Context: an optimization exercise on an open-source flow, tuned for small area and few clock cycles per item. The choices shown serve that exercise and are no tape-out recipe. Function was checked by simulation only, so behaviour that the tests miss may differ from the original. Power is estimated from default activity; no workload was simulated.

==> flow/design.v (outline; a module is shown in full before it is edited, if it fits) <==
// module fpu_mul_lopd48: 48 lines
// module fpu_mul_prenorm_pipe: 81 lines
// module fpu_mul_mant_mul: 1523 lines
// module fpu_mul_mant_fin: 25 lines
// module fpu_mul_fa: 4 lines
// module fpu_mul_ha: 4 lines
// module fpu_mul_xn: 3 lines
// module fpu_mul_or: 3 lines
// module fpu_mul_benc: 6 lines
// module fpu_mul_bx: 3 lines
// module fpu_mul_bs2: 4 lines
// module fpu_mul_bs: 3 lines
module fpu_mul_prenorm_pipe #(
  parameter int SIZE_DATA = 8,
  parameter int SIZE_MANT = 24,
  parameter int SIZE_LOPD = 8,
  parameter int BIAS      = 127
) (
  input  logic                   i_clk,
  input  logic                   i_rst_n,
  input  logic                   i_valid,
  output logic                   o_ready,
  input  logic [31:0]            i_data_a,
  input  logic [31:0]            i_data_b,
  output logic                   o_valid,
  input  logic                   i_ready,
  output logic                   o_sign,
  output logic [SIZE_DATA-1:0]   o_data_exp,
  output logic                   o_exp_oor,
  output logic [2*SIZE_MANT-1:0] o_mant_prod,
  output logic                   o_ov_flag,
  output logic                   o_un_flag,
  output logic [SIZE_LOPD-1:0]   o_one_pos,
  output logic                   o_zero_flag
);
  // ...
==> flow/flow/run.sh <==
#!/bin/bash
# The standard layout, except that the port buffers are sky130_fd_sc_hd__buf_1
# cells (resized later by repair as needed) instead of the delay cells
# buffer_ports picks by default, and clock tree synthesis inserts no dummy loads.
set -euo pipefail
bash standard.sh 'BUFFER_PORTS_ARGS=-buffer_cell sky130_fd_sc_hd__buf_1' \
  'CTS_ARGS=-repair_clock_nets -dont_use_dummy_load -buf_list sky130_fd_sc_hd__clkbuf_8' \
  finish > orfs_make.log 2>&1
==> flow/standard.sh <==
#!/bin/bash
# synth_recipe.tcl (not shown) runs the flow's synth.tcl, then flattens the netlist and writes it again
# the make line also repeats each setting of config.mk as NAME=value (left out here)
make -C /OpenROAD-flow-scripts/flow DESIGN_CONFIG=/design/flow/config.mk WORK_HOME=/design/flow/orfs CLKGATE_MAP_FILE= SYNTH_SCRIPT=/design/flow/synth_recipe.tcl "${@:-finish}"
==> flow/config.mk <==
export PLATFORM = sky130hd
export DESIGN_NAME = fpu_mul_prenorm_pipe
export DESIGN_NICKNAME = fpu_mul_prenorm_pipe
export VERILOG_FILES = /design/flow/design.v
export SDC_FILE = /design/flow/constraint.sdc
export NUM_CORES = 4
export LEC_CHECK = 0
export CAP_MARGIN = 5
export CORE_MARGIN = 2
export CORE_UTILIZATION = 40
export CTS_BUF_LIST = sky130_fd_sc_hd__clkbuf_8
export GPL_TIMING_DRIVEN = 0
export SLEW_MARGIN = 5
export SYNTH_HIERARCHICAL = 1
export SYNTH_MINIMUM_KEEP_SIZE = 0
==> flow/constraint.sdc <==
create_clock -name core_clock -period 8.0 [get_ports {i_clk}]
set_input_delay 1.6000 -clock core_clock [delete_from_list [all_inputs] [get_ports {i_clk}]]
set_output_delay 1.6000 -clock core_clock [all_outputs]
set_load 0.01 [all_outputs]
==> reports/metrics.cfg, run 1 <==
[outcome]
status=complete, no violations

[sta]
finalCriticalPeriod_ns=7.80
worst_slew_pin_slew_ns=1.42

[worst_setup_path]
path_class=primary input to flop
ff2ff_setup_slack_ns=6.40
worstPathRequired_ns=8.10

[final_layout]
mostFrequentLayoutCell=fa_1
buffers=157
largest_reg_flops=48
clock_area_share_pct=0.724
final_core_utilization_pct=44.1
layout-drive-gt1-share_pct=5.64
multi_input_area_share_pct=79.0
reg.largest.list=r_sn x48, r_exp x8, r_gn x7

[pwr]
seqPwrFrac_pct=14.5
leakage_nw=6.08

[synth]
ys_types=66
synth_compound_area_share_pct=18.1
synth_commonest_cells=fa_1 (297), a22oi_1 (288), xor2_1 (282)
syn_inst=1390

[cts]
clk_pin_slew_worst_paths_ns=0.08
cts_setup_buffers=0
post_cts_resized=0
cts_hold_buf=0

[place]
dp.cells=2049
placed_area_um2=16900
pre_cts_ws_ns=-0.122

[grt]
grt_max_degree=66
grt_busiest_layer=met2
first_global_vias=13100

[floorplan]
rows=72

[routing]
ant_nets=0
wirelength_met1_mm=20.9

Testbench counts, summed over its fixed seeds: cycles 24,008, items 24,000.
==> run 2: changes to the inputs <==
--- a/flow/flow/run.sh
+++ b/flow/flow/run.sh
@@ -4,5 +4,5 @@
 # buffer_ports picks by default, and clock tree synthesis inserts no dummy loads.
 set -euo pipefail
 bash standard.sh 'BUFFER_PORTS_ARGS=-buffer_cell sky130_fd_sc_hd__buf_1' \
-  'CTS_ARGS=-repair_clock_nets -dont_use_dummy_load -buf_list sky130_fd_sc_hd__clkbuf_8' \
+  'CTS_ARGS=-sink_clustering_enable -repair_clock_nets -dont_use_dummy_load -buf_list sky130_fd_sc_hd__clkbuf_8 -sink_clustering_size 30 -sink_clustering_max_diameter 250' \
   finish > orfs_make.log 2>&1
==> run 2 against run 1 <==
Still clean on timing, DRC and antenna. Critical path depth unchanged. Combinational power about the same. Final area unchanged. Clock power about the same. Largest power group unchanged. Highest routed layer unchanged.
==> reports/metrics.cfg, run 2 <==
[outcome]
status=complete, no violations  ; unchanged

[min_path]
min_path_type=flop to flop  ; unchanged

[synth]
synth_commonest_cells=fa_1 (297), a22oi_1 (288), xor2_1 (282)  ; unchanged
ys_dominant_reg_cell=edfxtp_1  ; unchanged
synthesis.area_um2=15700  ; unchanged
yosysSeqAreaShare_pct=12.6  ; unchanged
synth_edf_count=65  ; unchanged
synth_top_cell_area_share_pct=37.8  ; unchanged
synth_seq_cells=66  ; unchanged
syn_inst=1390  ; unchanged
synth_top_cell_by_area=fa_1  ; unchanged
ys_types=66  ; unchanged
synth.top_cells.by_area=fa_1 (38%), xor2_1 (16%), a22oi_1 (14%)  ; unchanged
yosys_warnings=12  ; unchanged
synth_most_common_cell=fa_1  ; unchanged
async_reset_ff_share_pct=1.52  ; unchanged
synth_area_per_cell_um2=11.3  ; unchanged

[sta]
fin_crit_sh_pct=97.5  ; unchanged
tns_ns=0  ; unchanged
relSlewSlack_pct=5.52  ; unchanged
slew_violations=0  ; unchanged
hold_viol_final=0  ; unchanged
rsz0062_at_grt=false  ; unchanged
finalCriticalPeriod_ns=7.80  ; unchanged
skew_ns=0.0184  ; unchanged
hold_ws_ns=0.541  ; unchanged
setup-violations-final=0  ; unchanged
fmax_mhz=128  ; unchanged
worst_slew_pin_slew_ns=1.42  ; unchanged

[final_layout]
fin_area_um2=17100  ; unchanged
area_growth_pct=8.58  ; unchanged
regMostFlops=r_sn  ; unchanged
final_cell_mix=fa_1 (297), a22oi_1 (288), xor2_1 (282), buf_1 (130), edfxtp_1 (65)  ; unchanged
reg.largest.list=r_sn x48, r_exp x8, r_gn x7  ; unchanged
largest_reg_flops=48  ; unchanged
mostFrequentLayoutCell=fa_1  ; unchanged
antennaDiodeCount=0  ; unchanged
nFillCells=3707  ; unchanged
layout-drive-gt1-share_pct=5.64  ; unchanged
nNetsFinal=1950  ; unchanged

[worst_setup_path]
worstPathMaxFanout=25  ; unchanged
slowest_delay_ns=1.03  ; about the same
critPathLaunchType=primary input  ; unchanged
critPathTopFamily=adder cells  ; unchanged
cp_num_buf_inv=1  ; unchanged
cp_cell_sequence=buf_1 > nand2b_1 > o22ai_2 > a22oi_1 > fa_1 > fa_1 > fa_1 > fa_1 > fa_1 > or2_1 > fa_1 > fa_1 > fa_1 > fa_1  ; unchanged
crit_path_top_delay_cell=o22ai_2  ; unchanged
cp_common_cell=fa_1  ; unchanged
crit_arrival_ns=7.90  ; about the same
end_kind=flop  ; unchanged
worstPathRequired_ns=8.10  ; about the same
path_class=primary input to flop  ; unchanged

[routing]
avgRoutedWirePerCell_um=23.7  ; unchanged
drt_iter0_drc=1426  ; unchanged
ant_nets=0  ; unchanged
finalWirelength_mm=48.9  ; unchanged
vias=12300  ; unchanged
viasPerCell=5.97  ; unchanged
drtPass1Iterations=6  ; unchanged
drc=0  ; unchanged

[pwr]
ir_drop_uv=386  ; unchanged
powerDensity_nw_per_um2=480  ; unchanged
leakage_nw=6.08  ; unchanged

[grt]
grt_usage_pct=23.9  ; unchanged
grt_pass1_wl_mm=75.5  ; unchanged
antenna_found_initial=0  ; unchanged
gr-total-overflow=0  ; unchanged
first_global_vias=13100  ; unchanged
grt_max_degree=66  ; unchanged

[place]
placed_area_um2=16900  ; unchanged
globalplace.congestion=0.897  ; unchanged
portBuffers=136  ; unchanged
hpwl_mm=36.7  ; unchanged

[cts]
h-tree-depth=3  ; unchanged
cts_made_buffers=9  ; unchanged
clk_pin_slew_worst_paths_ns=0.08  ; about the same
cts_sinks=66  ; unchanged
tritoncts=done  ; unchanged
cts_hold_buf=0  ; unchanged
clk_latency_ns=0.35  ; about the same
root_buffer=clkbuf_8  ; unchanged
clockBufferDepth=2  ; unchanged

[floorplan]
fp.dieW_um=202  ; unchanged
die_area_um2=41000  ; unchanged
start_util_pct=40.7  ; unchanged
rows=72  ; unchanged
ios=139  ; unchanged
dieHeight_um=202  ; unchanged
core_um2=38700  ; unchanged

[run]
cap_violations=0  ; unchanged

-- run 2: power breakdown --
part | internal [W] | leakage (nW) | switching, W | total, W
sequential | 0.00110 | 0.627 | 0.0000908 | 0.00119
clock | 0.0000999 | 0.0647 | 0.000108 | 0.000208
combinational | 0.00296 | 5.39 | 0.00385 | 0.00681
-- run 2: final cells by class --
type                            count  area [um2]  area share [%]
Multi-Input combinational cell   1258       13500            79.0
Sequential cell                    66        1980            11.6
Tap cell                          518         648            3.79
Timing Repair Buffer              137         533            3.12
Inverter                           53         199            1.16
Clock buffer                        9         124           0.724
Buffer                             20         116           0.681
-- run 2: per-layer routing --
| metal | global-route usage [%] | routed length, um | vias to the layer above |
|---|---|---|---|
| li1 | - | - | 5305 |
| met2 | 38.3 | 22300 | 687 |
| met4 | 8.21 | 1530 | 0 |
| met1 | 33.0 | 20900 | 6202 |
| met3 | 3.81 | 4170 | 100 |
| met5 | 0 | 0 | - |
-- run 2: worst paths after layout --
path                         startpoint       end  slack (ns)  depth (start not counted)
max                        i_data_b[11]  r_sn[27]        0.20                         14
min                             r_valid   r_valid        0.54                          2
max reg2reg                     r_valid  r_sn[44]        6.40                          2
min reg2reg                     r_valid   r_valid        0.54                          2
max in group asynchronous       i_rst_n   r_valid        6.89                          1
min in group asynchronous       i_rst_n   r_valid        1.01                          1
-- run 2: logic make-up after synthesis --
kind of cell,after synthesis,synth area share [%]
simple gates,218,8.12
flops,66,12.6
compound gates,366,18.1
fa+ha+maj,337,40.9
other cells,2,0.0477
xor+xnor,328,18.2
buf+inv,73,2.00
-- run 2: Yosys stat by module (local to each module, per instance), excerpt --
module	copies in the design	flip-flops and latches	cell area [um2]
fpu_mul_or	36	0	6.26
fpu_mul_mant_fin	1	0	763
fpu_mul_bs2	144	0	15.0
fpu_mul_bx	264	0	8.76
fpu_mul_fa	296	0	20.0
fpu_mul_prenorm_pipe	1	66	2510
fpu_mul_mant_mul	1	0	188
fpu_mul_xn	36	0	8.76
-- run 2: worst register-to-register path, stage by stage (launching register included) --
cell and delay [ns]:
dfrtp_1 0.37, nand2b_1 0.11, and2_4 0.68
-- run 2: what timing repair did --
item,4_1_cts,5_1_grt
setup buffers,0,0
gates resized for setup,0,0
endpoints found under the setup margin,0,1
-- run 2: stage by stage --
stage	worst slack (ns)	total power [W]	utilization (%)	cells
global placement	-0.0345	0.00773	43.7	2049
CTS	0.280	0.00818	44.0	2058
floorplan	0.765	0.00551	-	1395
global route	0.0163	0.00904	44.1	2061
finish	0.199	0.00821	44.1	2061
detailed placement	-0.122	0.00797	43.7	2049
==> run 3: changes to the inputs <==
==> flow/flow/run.sh (replaced) <==
#!/bin/bash
# The standard layout, except that the port buffers are sky130_fd_sc_hd__buf_1
# cells (resized later by repair as needed) instead of the delay cells
# buffer_ports picks by default, and clock tree synthesis inserts no dummy loads.
set -euo pipefail
bash standard.sh 'BUFFER_PORTS_ARGS=-buffer_cell sky130_fd_sc_hd__buf_1' \
  'CTS_ARGS=-sink_clustering_enable -repair_clock_nets -dont_use_dummy_load -buf_list sky130_fd_sc_hd__clkbuf_8' \
  finish > orfs_make.log 2>&1
==> run 3 against run 2 <==
Sequential power hardly changed. Final area did not move. Utilization did not move. Register-to-register slack about the same. Setup slack did not move. Hold slack did not move. Clock power barely moved. Sequential cell count is the same. Non-clock buffer count did not move. Synthesized cell count is the same. Largest cell class unchanged.
==> reports/metrics.cfg, run 3 <==
[floorplan]
die_area_um2=41000  ; unchanged
core_um2=38700  ; unchanged
start_util_pct=40.7  ; unchanged
rows=72  ; unchanged
ios=139  ; unchanged
fp.dieW_um=202  ; unchanged
dieHeight_um=202  ; unchanged

[synth]
synth_top_cell_by_area=fa_1  ; unchanged
synthSimpleGateAreaFrac_pct=8.12  ; unchanged
syn_inst=1390  ; unchanged
synth_compound_area_share_pct=18.1  ; unchanged
synth_seq_cells=66  ; unchanged
synth_xor_area_share_pct=18.2  ; unchanged
async_reset_ff_share_pct=1.52  ; unchanged
synthMuxAreaShare_pct=0  ; unchanged
synth_top_cell_area_share_pct=37.8  ; unchanged
synth_most_common_cell=fa_1  ; unchanged
synth.top_cells.by_area=fa_1 (38%), xor2_1 (16%), a22oi_1 (14%)  ; unchanged
synthesis.area_um2=15700  ; unchanged
yosysSeqAreaShare_pct=12.6  ; unchanged
yosys_warnings=12  ; unchanged
synthAdderAreaFrac_pct=40.9  ; unchanged
synth_commonest_cells=fa_1 (297), a22oi_1 (288), xor2_1 (282)  ; unchanged
synth_top_family_by_area=adder cells  ; unchanged
synth_edf_count=65  ; unchanged
synth_area_per_cell_um2=11.3  ; unchanged
ys_dominant_reg_cell=edfxtp_1  ; unchanged
ys_types=66  ; unchanged

[worst_setup_path]
ff2ff_setup_slack_ns=6.40  ; about the same
r2r_cells=2  ; unchanged
crit_path_top_delay_cell=o22ai_2  ; unchanged
worstPathMaxFanout=25  ; unchanged
end_kind=flop  ; unchanged
reg2reg_to=r_sn[44]  ; unchanged
slowest_delay_ns=1.03  ; about the same
worstPathRequired_ns=8.10  ; about the same
r2r-start=r_valid  ; unchanged
critPathLaunchType=primary input  ; unchanged
cp_cell_sequence=buf_1 > nand2b_1 > o22ai_2 > a22oi_1 > fa_1 > fa_1 > fa_1 > fa_1 > fa_1 > or2_1 > fa_1 > fa_1 > fa_1 > fa_1  ; unchanged
path_class=primary input to flop  ; unchanged
crit_arrival_ns=7.90  ; about the same
cp_common_cell=fa_1  ; unchanged

[final_layout]
nNetsFinal=1950  ; unchanged
multiInputGateArea_um2=13500  ; unchanged
layout-drive-gt1-share_pct=5.64  ; unchanged
reg.largest.list=r_sn x48, r_exp x8, r_gn x7  ; unchanged
regMostFlops=r_sn  ; unchanged
layoutNonFillerInstCount=2061  ; unchanged
largest_reg_flops=48  ; unchanged
area_growth_pct=8.58  ; unchanged
mostFrequentLayoutCell=fa_1  ; unchanged
final_cell_mix=fa_1 (297), a22oi_1 (288), xor2_1 (282), buf_1 (130), edfxtp_1 (65)  ; unchanged
regArea_um2=1980  ; unchanged
antennaDiodeCount=0  ; unchanged
nFillCells=3707  ; unchanged

[cts]
tritoncts=done  ; unchanged
post_cts_resized=0  ; unchanged
cts_made_buffers=9  ; unchanged
clockBufferDepth=2  ; unchanged
cts_sinks=66  ; unchanged
cts_hold_buf=0  ; unchanged
h-tree-depth=3  ; unchanged
clk_latency_ns=0.35  ; about the same
clk_pin_slew_worst_paths_ns=0.08  ; about the same
cts_setup_buffers=0  ; unchanged
root_buffer=clkbuf_8  ; unchanged

[grt]
gr-total-overflow=0  ; unchanged
grt_max_degree=66  ; unchanged
first_global_vias=13100  ; unchanged
antenna_found_initial=0  ; unchanged
grt_pass1_wl_mm=75.5  ; unchanged
grt_usage_pct=23.9  ; unchanged

[sta]
skew_ns=0.0184  ; unchanged
hold_viol_final=0  ; unchanged
setup-violations-final=0  ; unchanged
fin_crit_sh_pct=97.5  ; unchanged
relSlewSlack_pct=5.52  ; unchanged
tns_ns=0  ; unchanged
finalCriticalPeriod_ns=7.80  ; unchanged
slew_violations=0  ; unchanged
worst_slew_pin_slew_ns=1.42  ; unchanged
fmax_mhz=128  ; unchanged
hold_ws_ns=0.541  ; unchanged
rsz0062_at_grt=false  ; unchanged

[pwr]
powerDensity_nw_per_um2=480  ; unchanged
ir_drop_uv=386  ; unchanged
combPwrFrac_pct=83.0  ; about the same
seqPwrFrac_pct=14.5  ; about the same
leakage_nw=6.08  ; unchanged
netSwitchingPower_w=0.00405  ; unchanged
swShare_pct=49.3  ; unchanged
p_int_w=0.00416  ; unchanged
clockPowerShare_pct=2.5  ; about the same

[min_path]
min_path_cells=2  ; unchanged
min_path_type=flop to flop  ; unchanged
min_to=r_valid  ; unchanged
hp-start=r_valid  ; unchanged

[routing]
finalWirelength_mm=48.9  ; unchanged
drc=0  ; unchanged
drt_iter0_drc=1426  ; unchanged
vias=12300  ; unchanged
drtPass1Iterations=6  ; unchanged
ant_nets=0  ; unchanged
avgRoutedWirePerCell_um=23.7  ; unchanged
viasPerCell=5.97  ; unchanged

[place]
portBuffers=136  ; unchanged
hpwl_mm=36.7  ; unchanged
dp.cells=2049  ; unchanged
globalplace.congestion=0.897  ; unchanged

[run]
cap_violations=0  ; unchanged

[outcome]
status=complete, no violations  ; unchanged

==> run 3: worst max path at each step <==
stage	from	to	slack, ns
after floorplan	i_data_b[3]	r_sn[32]	0.77
final	i_data_b[11]	r_sn[27]	0.20
after detailed placement	i_data_b[11]	r_sn[27]	-0.12
after CTS	i_data_b[11]	r_sn[32]	0.28
after global routing	i_data_b[19]	r_sn[37]	0.02
after global placement	i_data_b[11]	r_sn[32]	-0.03
==> run 3: power groups by stage <==
stage | Sequential [W] | Combinational (W) | Clock (W)
6_report | 0.00119 | 0.00681 | 0.000208
5_1_grt | 0.00121 | 0.00760 | 0.000232
4_1_cts | 0.00119 | 0.00677 | 0.000218
3_5_place_dp | 0.00120 | 0.00677 | 0
3_3_place_gp | 0.00120 | 0.00653 | 0
2_1_floorplan | 0.00118 | 0.00433 | 0
==> run 3: routing by layer <==
layer	track usage, %	wire (um)
met1	33.0	20900
met2	38.3	22300
met3	3.81	4170
met4	8.21	1530
met5	0	0
==> run 3: cell type report <==
type / instances / area share (%)
tap: 518 / 3.79
buffer: 20 / 0.681
multi-input combinational: 1258 / 79.0
clock buffer: 9 / 0.724
sequential: 66 / 11.6
timing repair buffer: 137 / 3.12
inverter: 53 / 1.16
==> run 3: kinds of logic (layout without fill, tap and decap cells) <==
family	Yosys count	count (layout)
buf+inv	73	219
flops	66	66
simple gates	218	220
other cells	2	7
xor+xnor	328	328
compound gates	366	366
fa+ha+maj	337	337
==> run 3: Yosys stat by module, one instance, submodules excluded, a selection <==
module | copies in the design | flip-flops and latches
fpu_mul_benc | 11 | 0
fpu_mul_bs | 12 | 0
fpu_mul_bs2 | 144 | 0
fpu_mul_bx | 264 | 0
fpu_mul_fa | 296 | 0
fpu_mul_ha | 6 | 0
fpu_mul_mant_fin | 1 | 0
fpu_mul_mant_mul | 1 | 0
fpu_mul_or | 36 | 0
fpu_mul_prenorm_pipe | 1 | 66
fpu_mul_xn | 36 | 0
==> run 3: worst max-delay path: cells and delay by family <==
kind / cells / cell delay, ns
compound gates: 2 / 1.28
fa+ha+maj: 9 / 4.16
buf+inv: 1 / 0.46
simple gates: 2 / 0.39
==> run 3: through the flow <==
step / utilization [%] / instance area, um2 / total power, W / worst slack, ns
finish: 44.1 / 17100 / 0.00821 / 0.199
global route: 44.1 / 17100 / 0.00904 / 0.0163
CTS: 44.0 / 17100 / 0.00818 / 0.280
detailed placement: 43.7 / 16900 / 0.00797 / -0.122
global placement: 43.7 / 16900 / 0.00773 / -0.0345
floorplan: - / 15800 / 0.00551 / 0.765

## port drivers added, routing unchanged
In the flow no input, the clock included, has a driving cell. The finished layouts below were timed again as built, in two steps. Step 1 (the two cells are an assumption about what drives the block):
set clk [get_ports {i_clk}]
set_driving_cell -lib_cell sky130_fd_sc_hd__clkbuf_16 $clk
set_driving_cell -lib_cell sky130_fd_sc_hd__buf_2 [delete_from_list [all_inputs] $clk]
Step 2 adds t to the input delays and takes it off the output delays; t is the mean of the earliest and latest rising clock arrival at the registers after step 1. Input paths then give back, and output paths get back, about the clock's delay inside the block. Slacks: no drivers / after step 1 / after step 2; pairs: no drivers / after step 1.
| run | t, ns | slack for setup (ns) | hold slack, ns | worst register clock-pin slew, ns | cell pins on the clock port's net |
|---|---|---|---|---|---|
| run 1 | 0.377 | 0.199 / 0.201 / -0.175 | 0.541 / 0.541 / 0.541 | 0.08 / 0.08 | 1 |
| run 2 | 0.377 | 0.199 / 0.201 / -0.175 | 0.541 / 0.541 / 0.541 | 0.08 / 0.08 | 1 |
| run 3 | 0.377 | 0.199 / 0.201 / -0.175 | 0.541 / 0.541 / 0.541 | 0.08 / 0.08 | 1 |
With both steps, setup timing fails in every run listed, where it was met with ideal ports.
